This is an optimization exercise on Yosys and OpenROAD, whose aim is small area, a short achievable clock period and few clock cycles per item, not a production implementation.
The RTL was checked by simulation tests, not by an equivalence proof against the original design.
Power and IR drop assume default switching activity.

==> fjord: inputs <==
==> flow/design.v <==
package sli_pkg;
   localparam int ValueWidth = 32;
   localparam int CountWidth = 5;
   typedef enum logic [1:0] {
      ACT_INSERT = 2'd0,
      ACT_DELETE = 2'd1,
      ACT_LIST   = 2'd2,
      ACT_NONE   = 2'd3
   } action_type;
   typedef enum logic [1:0] {
      ST_OK       = 2'd0,
      ST_FULL     = 2'd1,
      ST_EMPTY    = 2'd2,
      ST_NOTFOUND = 2'd3
   } status_type;
endpackage
module sli_ram #(
   parameter int Width = 32,
   parameter int Depth = 16
) (
   input  logic                     clock,
   input  logic                     wr_en,
   input  logic [$clog2(Depth)-1:0] wr_addr,
   input  logic [Width-1:0]         wr_data,
   input  logic [$clog2(Depth)-1:0] rd_addr,
   output logic [Width-1:0]         rd_data
);
   logic [Width-1:0] mem [Depth];
   always_ff @(posedge clock) begin
      if (wr_en) begin
         mem[wr_addr] <= wr_data;
      end
      rd_data <= mem[rd_addr];
   end
endmodule
module sli_ctrl #(
   parameter int Capacity = 16
) (
   input  logic                           clock,
   input  logic                           reset,
   input  logic                           in_valid,
   output logic                           in_ready,
   input  logic [1:0]                     in_action,
   input  logic [sli_pkg::ValueWidth-1:0] in_value,
   output logic                           out_valid,
   input  logic                           out_ready,
   output logic [1:0]                     out_status,
   output logic [sli_pkg::ValueWidth-1:0] out_entry,
   output logic [sli_pkg::CountWidth-1:0] out_count,
   output logic                           out_last
);
   localparam int NW = $clog2(Capacity + 1);
   localparam int VW = sli_pkg::ValueWidth;
   localparam int RW = 2 + VW + NW + 1;      
   logic [VW-1:0]     ent_ff [Capacity];
   logic [NW-1:0]     count_ff;
   logic [Capacity-1:0] vld_ff;              
   logic              iv_ff;
   logic [1:0]        iact_ff;
   logic [VW-1:0]     ivaln_ff;           
   logic              cv_ff;
   logic [1:0]        cact_ff;
   logic [VW-1:0]     cval_ff;
   logic [Capacity-1:0] cc_ff [4];
   logic              cins_ff, cdel_ff, crot_ff;   
   logic              exec_ff, step_ff, cload_ff, ins_ff, delr_ff, rot_ff;
   logic              rdy_ff;
   logic              lact_ff;
   logic [NW-1:0]     lrem_ff;
   logic              qv0_ff, qv1_ff;
   logic [RW-1:0]     q0_ff, q1_ff;
   logic              exec, step, rot, ins, del, push, pop, cload;
   logic [Capacity-1:0] vld, lt, top, nvld;
   logic [Capacity-1:0] rc [4];
   logic [3:0]        vc;
   logic              full, empty, found;
   logic [NW-1:0]     ncount;
   logic [VW-1:0]     vbus;
   logic [RW-1:0]     res;
   localparam int HW = VW / 2;
   function automatic logic [1:0] cmp_half(input logic [HW-1:0] a, input logic [HW-1:0] bn);
      logic [HW-1:0] k, p;
      k = a & bn;
      p = a ^ bn;
      for (int l = 1; l < HW; l = l * 2) begin
         for (int j = 0; j < HW; j = j + 2 * l) begin
            k[j] = k[j+l] | (p[j+l] & k[j]);
            p[j] = p[j+l] & p[j];
         end
      end
      cmp_half = {~k[0] & ~p[0], p[0]};
   endfunction
   function automatic logic [3:0] cmp_split(input logic [VW-1:0] a, input logic [VW-1:0] bn);
      logic [VW-1:0] ua, ubn;
      ua  = {~a[VW-1], a[VW-2:0]};
      ubn = {~bn[VW-1], bn[VW-2:0]};
      cmp_split = {cmp_half(ua[VW-1:HW], ubn[VW-1:HW]), cmp_half(ua[HW-1:0], ubn[HW-1:0])};
   endfunction
   assign full  = vld_ff[Capacity-1];
   assign empty = !vld_ff[0];
   assign exec  = exec_ff;
   assign step  = step_ff;
   assign push  = exec || step;
   assign pop   = qv0_ff && out_ready;
   assign cload = cload_ff;
   assign in_ready = rdy_ff;
   always_comb begin
      for (int i = 0; i < Capacity; i++) begin
         logic [3:0] c;
         vld[i] = vld_ff[i];
         top[i] = vld_ff[i] && ((i == Capacity - 1) || !vld_ff[(i+1)%Capacity]);
         lt[i]  = cc_ff[0][i] || (cc_ff[1][i] && cc_ff[2][i]);
         c = cmp_split(ent_ff[i], ivaln_ff);
         for (int f = 0; f < 4; f++) rc[f][i] = c[3-f];
      end
   end
   assign found = |(cc_ff[1] & cc_ff[3]);
   assign ins = ins_ff;
   assign del = delr_ff && found;
   assign rot = rot_ff;
   assign ncount = ins ? count_ff + NW'(1) : del ? count_ff - NW'(1) : count_ff;
   always_comb begin
      nvld = ins ? {vld[Capacity-2:0], 1'b1} : del ? {1'b0, vld[Capacity-1:1]} : vld;
   end
   assign vbus = rot ? ent_ff[0] : cval_ff;
   logic [Capacity-1:0] s_hold, s_dn, s_up, s_v;
   always_comb begin
      for (int i = 0; i < Capacity; i++) begin
         logic below_lt;
         below_lt = (i == 0) ? 1'b1 : lt[(i+Capacity-1)%Capacity];
         s_v[i]  = (ins && !lt[i] && below_lt) || (rot && top[i]);
         s_dn[i] = ins && !lt[i] && !below_lt;
         s_up[i] = ((del && !lt[i]) || (rot && !top[i])) && (i < Capacity - 1);
         s_hold[i] = !(s_v[i] || s_dn[i] || s_up[i]);
      end
   end
   always_ff @(posedge clock) begin
      for (int i = 0; i < Capacity; i++) begin
         ent_ff[i] <= ({VW{s_hold[i]}} & ent_ff[i])
                    | ({VW{s_dn[i]}} & ent_ff[(i+Capacity-1)%Capacity])
                    | ({VW{s_up[i]}} & ent_ff[(i+1)%Capacity])
                    | ({VW{s_v[i]}} & vbus);
      end
   end
   logic [Capacity-1:0] src [4];
   logic [Capacity-1:0] mc [4];
   always_comb begin
      logic [3:0] c;
      c = cmp_split(cval_ff, ivaln_ff);
      for (int f = 0; f < 4; f++) begin
         src[f] = cload ? rc[f] : cc_ff[f];
         vc[f] = rot ? src[f][0] : c[3-f];
         for (int i = 0; i < Capacity; i++) begin
            mc[f][i] = (s_hold[i] & src[f][i])
                     | (s_dn[i] & src[f][(i+Capacity-1)%Capacity])
                     | (s_up[i] & src[f][(i+1)%Capacity])
                     | (s_v[i] & vc[f]);
         end
      end
      mc[0] = mc[0] & nvld;
      mc[1] = mc[1] & nvld;
   end
   always_ff @(posedge clock) begin
      for (int f = 0; f < 4; f++) cc_ff[f] <= mc[f];
      cins_ff <= ncins; cdel_ff <= ncdel; crot_ff <= ncrot;
   end
   logic niv, ncv, nlact, nqv1, ncins, ncdel, ncrot, nexec, nstep;
   always_comb begin
      ncins = cload ? (iact_ff == sli_pkg::ACT_INSERT) && !nvld[Capacity-1] : cins_ff;
      ncdel = cload ? (iact_ff == sli_pkg::ACT_DELETE) : cdel_ff;
      ncrot = cload ? (iact_ff == sli_pkg::ACT_LIST) && nvld[0] : crot_ff;
      niv = (in_valid && in_ready) || (iv_ff && !cload);
      ncv = cload || (cv_ff && !exec);
      if (exec) nlact = crot_ff && (count_ff > NW'(1));
      else if (step && lrem_ff == NW'(1)) nlact = 1'b0;
      else nlact = lact_ff;
      if (pop) nqv1 = qv1_ff && push;
      else nqv1 = qv1_ff || (qv0_ff && push);
      nexec = ncv && !nlact && !nqv1;
      nstep = nlact && !nqv1;
   end
   always_comb begin
      logic [1:0]    st;
      logic [NW-1:0] cn;
      logic          last;
      st = sli_pkg::ST_OK; cn = count_ff; last = 1'b1;
      if (step) begin
         last = (lrem_ff == NW'(1));
      end else begin
         case (cact_ff)
            sli_pkg::ACT_INSERT: begin
               if (full) st = sli_pkg::ST_FULL;
               else cn = count_ff + NW'(1);
            end
            sli_pkg::ACT_DELETE: begin
               if (empty) st = sli_pkg::ST_EMPTY;
               else if (!found) st = sli_pkg::ST_NOTFOUND;
               else cn = count_ff - NW'(1);
            end
            sli_pkg::ACT_LIST: begin
               if (empty) st = sli_pkg::ST_EMPTY;
               else last = (count_ff == NW'(1));
            end
            default: ;
         endcase
      end
      res = {last, cn, rot ? ent_ff[0] : VW'(0), st};
   end
   always_ff @(posedge clock) begin
      ivaln_ff <= ({VW{in_valid && in_ready}} & ~in_value)
                | ({VW{!(in_valid && in_ready)}} & ivaln_ff);
   end
   always_ff @(posedge clock) begin
      if (reset) begin
         count_ff <= '0; vld_ff <= '0; iv_ff <= 1'b0; cv_ff <= 1'b0; lact_ff <= 1'b0;
         qv0_ff <= 1'b0; qv1_ff <= 1'b0; rdy_ff <= 1'b1;
         exec_ff <= 1'b0; step_ff <= 1'b0; cload_ff <= 1'b0;
         ins_ff <= 1'b0; delr_ff <= 1'b0; rot_ff <= 1'b0;
      end else begin
         exec_ff <= nexec;
         step_ff <= nstep;
         cload_ff <= niv && (!ncv || nexec);
         ins_ff <= nexec && ncins;
         delr_ff <= nexec && ncdel;
         rot_ff <= nstep || (nexec && ncrot);
         rdy_ff <= !niv || !ncv || (!nlact && !nqv1);
         if (in_valid && in_ready) iv_ff <= 1'b1;
         else if (cload) iv_ff <= 1'b0;
         if (cload) cv_ff <= 1'b1;
         else if (exec) cv_ff <= 1'b0;
         vld_ff <= nvld;
         if (ins) count_ff <= count_ff + NW'(1);
         if (del) count_ff <= count_ff - NW'(1);
         lact_ff <= nlact;
         if (pop) begin
            qv0_ff <= qv1_ff || push;
            qv1_ff <= qv1_ff && push;
         end else if (!qv0_ff) begin
            qv0_ff <= push;
         end else if (push) begin
            qv1_ff <= 1'b1;
         end
      end
      if (in_valid && in_ready) begin
         iact_ff <= in_action;
      end
      if (cload) begin
         cact_ff <= iact_ff; cval_ff <= ~ivaln_ff;
      end
      if (exec) lrem_ff <= count_ff - NW'(1);
      else if (step) lrem_ff <= lrem_ff - NW'(1);
      if (pop) begin
         q0_ff <= qv1_ff ? q1_ff : res;
         q1_ff <= res;
      end else if (!qv0_ff) begin
         q0_ff <= res;
      end else if (!qv1_ff) begin
         q1_ff <= res;
      end
   end
   assign out_valid  = qv0_ff;
   assign out_status = q0_ff[1:0];
   assign out_entry  = q0_ff[VW+1:2];
   assign out_count  = sli_pkg::CountWidth'(q0_ff[RW-2:VW+2]);
   assign out_last   = q0_ff[RW-1];
endmodule
module sorted_list_insert_delete #(
   parameter int CAPACITY = 16
) (
   input  logic        clock,
   input  logic        reset,
   input  logic        req_tvalid,
   output logic        req_tready,
   input  logic [39:0] req_tdata,    
   output logic        rsp_tvalid,
   input  logic        rsp_tready,
   output logic [39:0] rsp_tdata,    
   output logic        rsp_tlast
);
   logic [1:0]  st;
   logic [31:0] ent;
   logic [4:0]  cnt;
   sli_ctrl #(.Capacity(CAPACITY)) u_ctrl (
      .clock, .reset,
      .in_valid(req_tvalid), .in_ready(req_tready),
      .in_action(req_tdata[1:0]), .in_value(req_tdata[33:2]),
      .out_valid(rsp_tvalid), .out_ready(rsp_tready),
      .out_status(st), .out_entry(ent), .out_count(cnt), .out_last(rsp_tlast)
   );
   assign rsp_tdata = {1'b0, cnt, ent, st};
endmodule
==> flow/run.sh <==
#!/bin/bash
# synth_recipe.tcl (not shown) runs the flow's synth.tcl, then flattens the netlist and writes it again
# the make line also repeats each setting of config.mk as NAME=value (left out here)
make -C /OpenROAD-flow-scripts/flow DESIGN_CONFIG=/design/flow/config.mk WORK_HOME=/design/flow/orfs CLKGATE_MAP_FILE= SYNTH_SCRIPT=/design/flow/synth_recipe.tcl finish
==> flow/config.mk <==
export PLATFORM = sky130hd
export DESIGN_NAME = sorted_list_insert_delete
export DESIGN_NICKNAME = sorted_list_insert_delete
export VERILOG_FILES = /design/flow/design.v
export SDC_FILE = /design/flow/constraint.sdc
export NUM_CORES = 4
export LEC_CHECK = 0
export CAP_MARGIN = 20
export CORE_MARGIN = 2
export CORE_UTILIZATION = 40
export CTS_CLUSTER_DIAMETER = 100
export CTS_CLUSTER_SIZE = 20
export SETUP_SLACK_MARGIN = 3.5
export SLEW_MARGIN = 20
export TNS_END_PERCENT = 30
==> flow/constraint.sdc <==
create_clock -name core_clock -period 6.0 [get_ports {clock}]
set_input_delay 1.2000 -clock core_clock [delete_from_list [all_inputs] [get_ports {clock}]]
set_output_delay 1.2000 -clock core_clock [all_outputs]
set_load 0.01 [all_outputs]
==> willow (differences from fjord) <==
--- a/flow/design.v
+++ b/flow/design.v
@@ -70,4 +70,5 @@
    logic              qv0_ff, qv1_ff;
-   logic [RW-1:0]     q0_ff, q1_ff;
-   logic              exec, step, rot, ins, del, push, pop, cload;
+   logic [RW-1:0]     q0_ff;
+   logic [RW-VW-1:0]  q1_ff;                 
+   logic              exec, step, rot, ins, del, push, pop, cload, lok;
    logic [Capacity-1:0] vld, lt, top, nvld;
@@ -100,6 +101,7 @@
    assign empty = !vld_ff[0];
-   assign exec  = exec_ff;
-   assign step  = step_ff;
+   assign pop   = qv0_ff && out_ready;
+   assign lok   = !qv0_ff || out_ready;
+   assign exec  = exec_ff && (!crot_ff || lok);
+   assign step  = step_ff && lok;
    assign push  = exec || step;
-   assign pop   = qv0_ff && out_ready;
    assign cload = cload_ff;
@@ -119,3 +121,3 @@
    assign del = delr_ff && found;
-   assign rot = rot_ff;
+   assign rot = rot_ff && lok;
    assign ncount = ins ? count_ff + NW'(1) : del ? count_ff - NW'(1) : count_ff;
@@ -209,6 +211,2 @@
    always_ff @(posedge clock) begin
-      ivaln_ff <= ({VW{in_valid && in_ready}} & ~in_value)
-                | ({VW{!(in_valid && in_ready)}} & ivaln_ff);
-   end
-   always_ff @(posedge clock) begin
       if (reset) begin
@@ -220,4 +218,4 @@
          exec_ff <= nexec;
+         cload_ff <= niv && (!ncv || (nexec && !ncrot));
          step_ff <= nstep;
-         cload_ff <= niv && (!ncv || nexec);
          ins_ff <= nexec && ncins;
@@ -225,3 +223,3 @@
          rot_ff <= nstep || (nexec && ncrot);
-         rdy_ff <= !niv || !ncv || (!nlact && !nqv1);
+         rdy_ff <= !niv || !ncv || (nexec && !ncrot);
          if (in_valid && in_ready) iv_ff <= 1'b1;
@@ -244,3 +242,3 @@
       if (in_valid && in_ready) begin
-         iact_ff <= in_action;
+         iact_ff <= in_action; ivaln_ff <= ~in_value;
       end
@@ -252,4 +250,4 @@
       if (pop) begin
-         q0_ff <= qv1_ff ? q1_ff : res;
-         q1_ff <= res;
+         q0_ff <= qv1_ff ? {q1_ff[RW-VW-1:2], VW'(0), q1_ff[1:0]} : res;
+         q1_ff <= {res[RW-1:VW+2], res[1:0]};
       end else if (!qv0_ff) begin
@@ -257,3 +255,3 @@
       end else if (!qv1_ff) begin
-         q1_ff <= res;
+         q1_ff <= {res[RW-1:VW+2], res[1:0]};
       end
--- a/flow/config.mk
+++ b/flow/config.mk
@@ -10,4 +10,2 @@
 export CORE_UTILIZATION = 40
-export CTS_CLUSTER_DIAMETER = 100
-export CTS_CLUSTER_SIZE = 20
 export SETUP_SLACK_MARGIN = 3.5
==> comparison table <==
quantity                                     willow         fjord
Run status                 timing/DRC/antenna clean  timing/DRC/antenna clean
Storage element area                   0.0159 sq mm  0.0169 sq mm
Post-place instance area               0.0450 sq mm  0.0469 sq mm
Tapcell Cnt                                    1391          1488
Multi-input gates                              3673          3725
Net switching power                         4.54 mW       4.60 mW
Crit path depth                                   9            11
Total wire length                            161 mm        143 mm
XOR/XNOR Fraction of Synth Area             0.00287       0.00295
Crit path time final                        2890 ps       2770 ps
WHS Path Cells                                    1             2
Number of fillers in the final layout          9537         10.7k
Met1 Use GR                                   0.366         0.351
Post-route cell area                   0.0534 sq mm  0.0513 sq mm
Fraction of area in multi-input gates         0.519         0.533
Die Area                                0.109 sq mm   0.114 sq mm
Testbench counts of fjord, summed over its fixed seeds: cycles 6,685, items 3,200.
Testbench counts of willow, summed over its fixed seeds: cycles 6,685, items 3,200.

==> separate check: timing with driven ports <==
Ports are ideal in the flow. The routed layouts listed here were re-timed in OpenROAD.
Step 1 (the two cells are an assumption about what drives the block):
set clk [get_ports {clock}]
set_driving_cell -lib_cell sky130_fd_sc_hd__clkbuf_16 $clk
set_driving_cell -lib_cell sky130_fd_sc_hd__buf_2 [delete_from_list [all_inputs] $clk]
Step 2, shift: input delay + t, output delay - t, t = (earliest + latest rising clock arrival at the registers) / 2. This alone moves slack from input paths to output paths.
a / b / c = ideal ports / drivers / drivers and shift; a / b = the first two.
| run | t, ns | setup slack, ns | clock arrival spread, ns | worst register clock-pin slew, ns | pins driven straight from the clock port |
|---|---|---|---|---|---|
| fjord | 0.714 | 3.228 / 3.228 / 2.925 | 0.047 / 0.047 | 0.10 / 0.10 | 1 |
| willow | 0.737 | 3.112 / 3.112 / 2.510 | 0.043 / 0.042 | 0.07 / 0.07 | 1 |
After both steps setup and hold are still met in every run listed. For willow, which loses most, drivers alone change the setup slack by 0.000 ns; drivers and shift together by -0.602 ns.
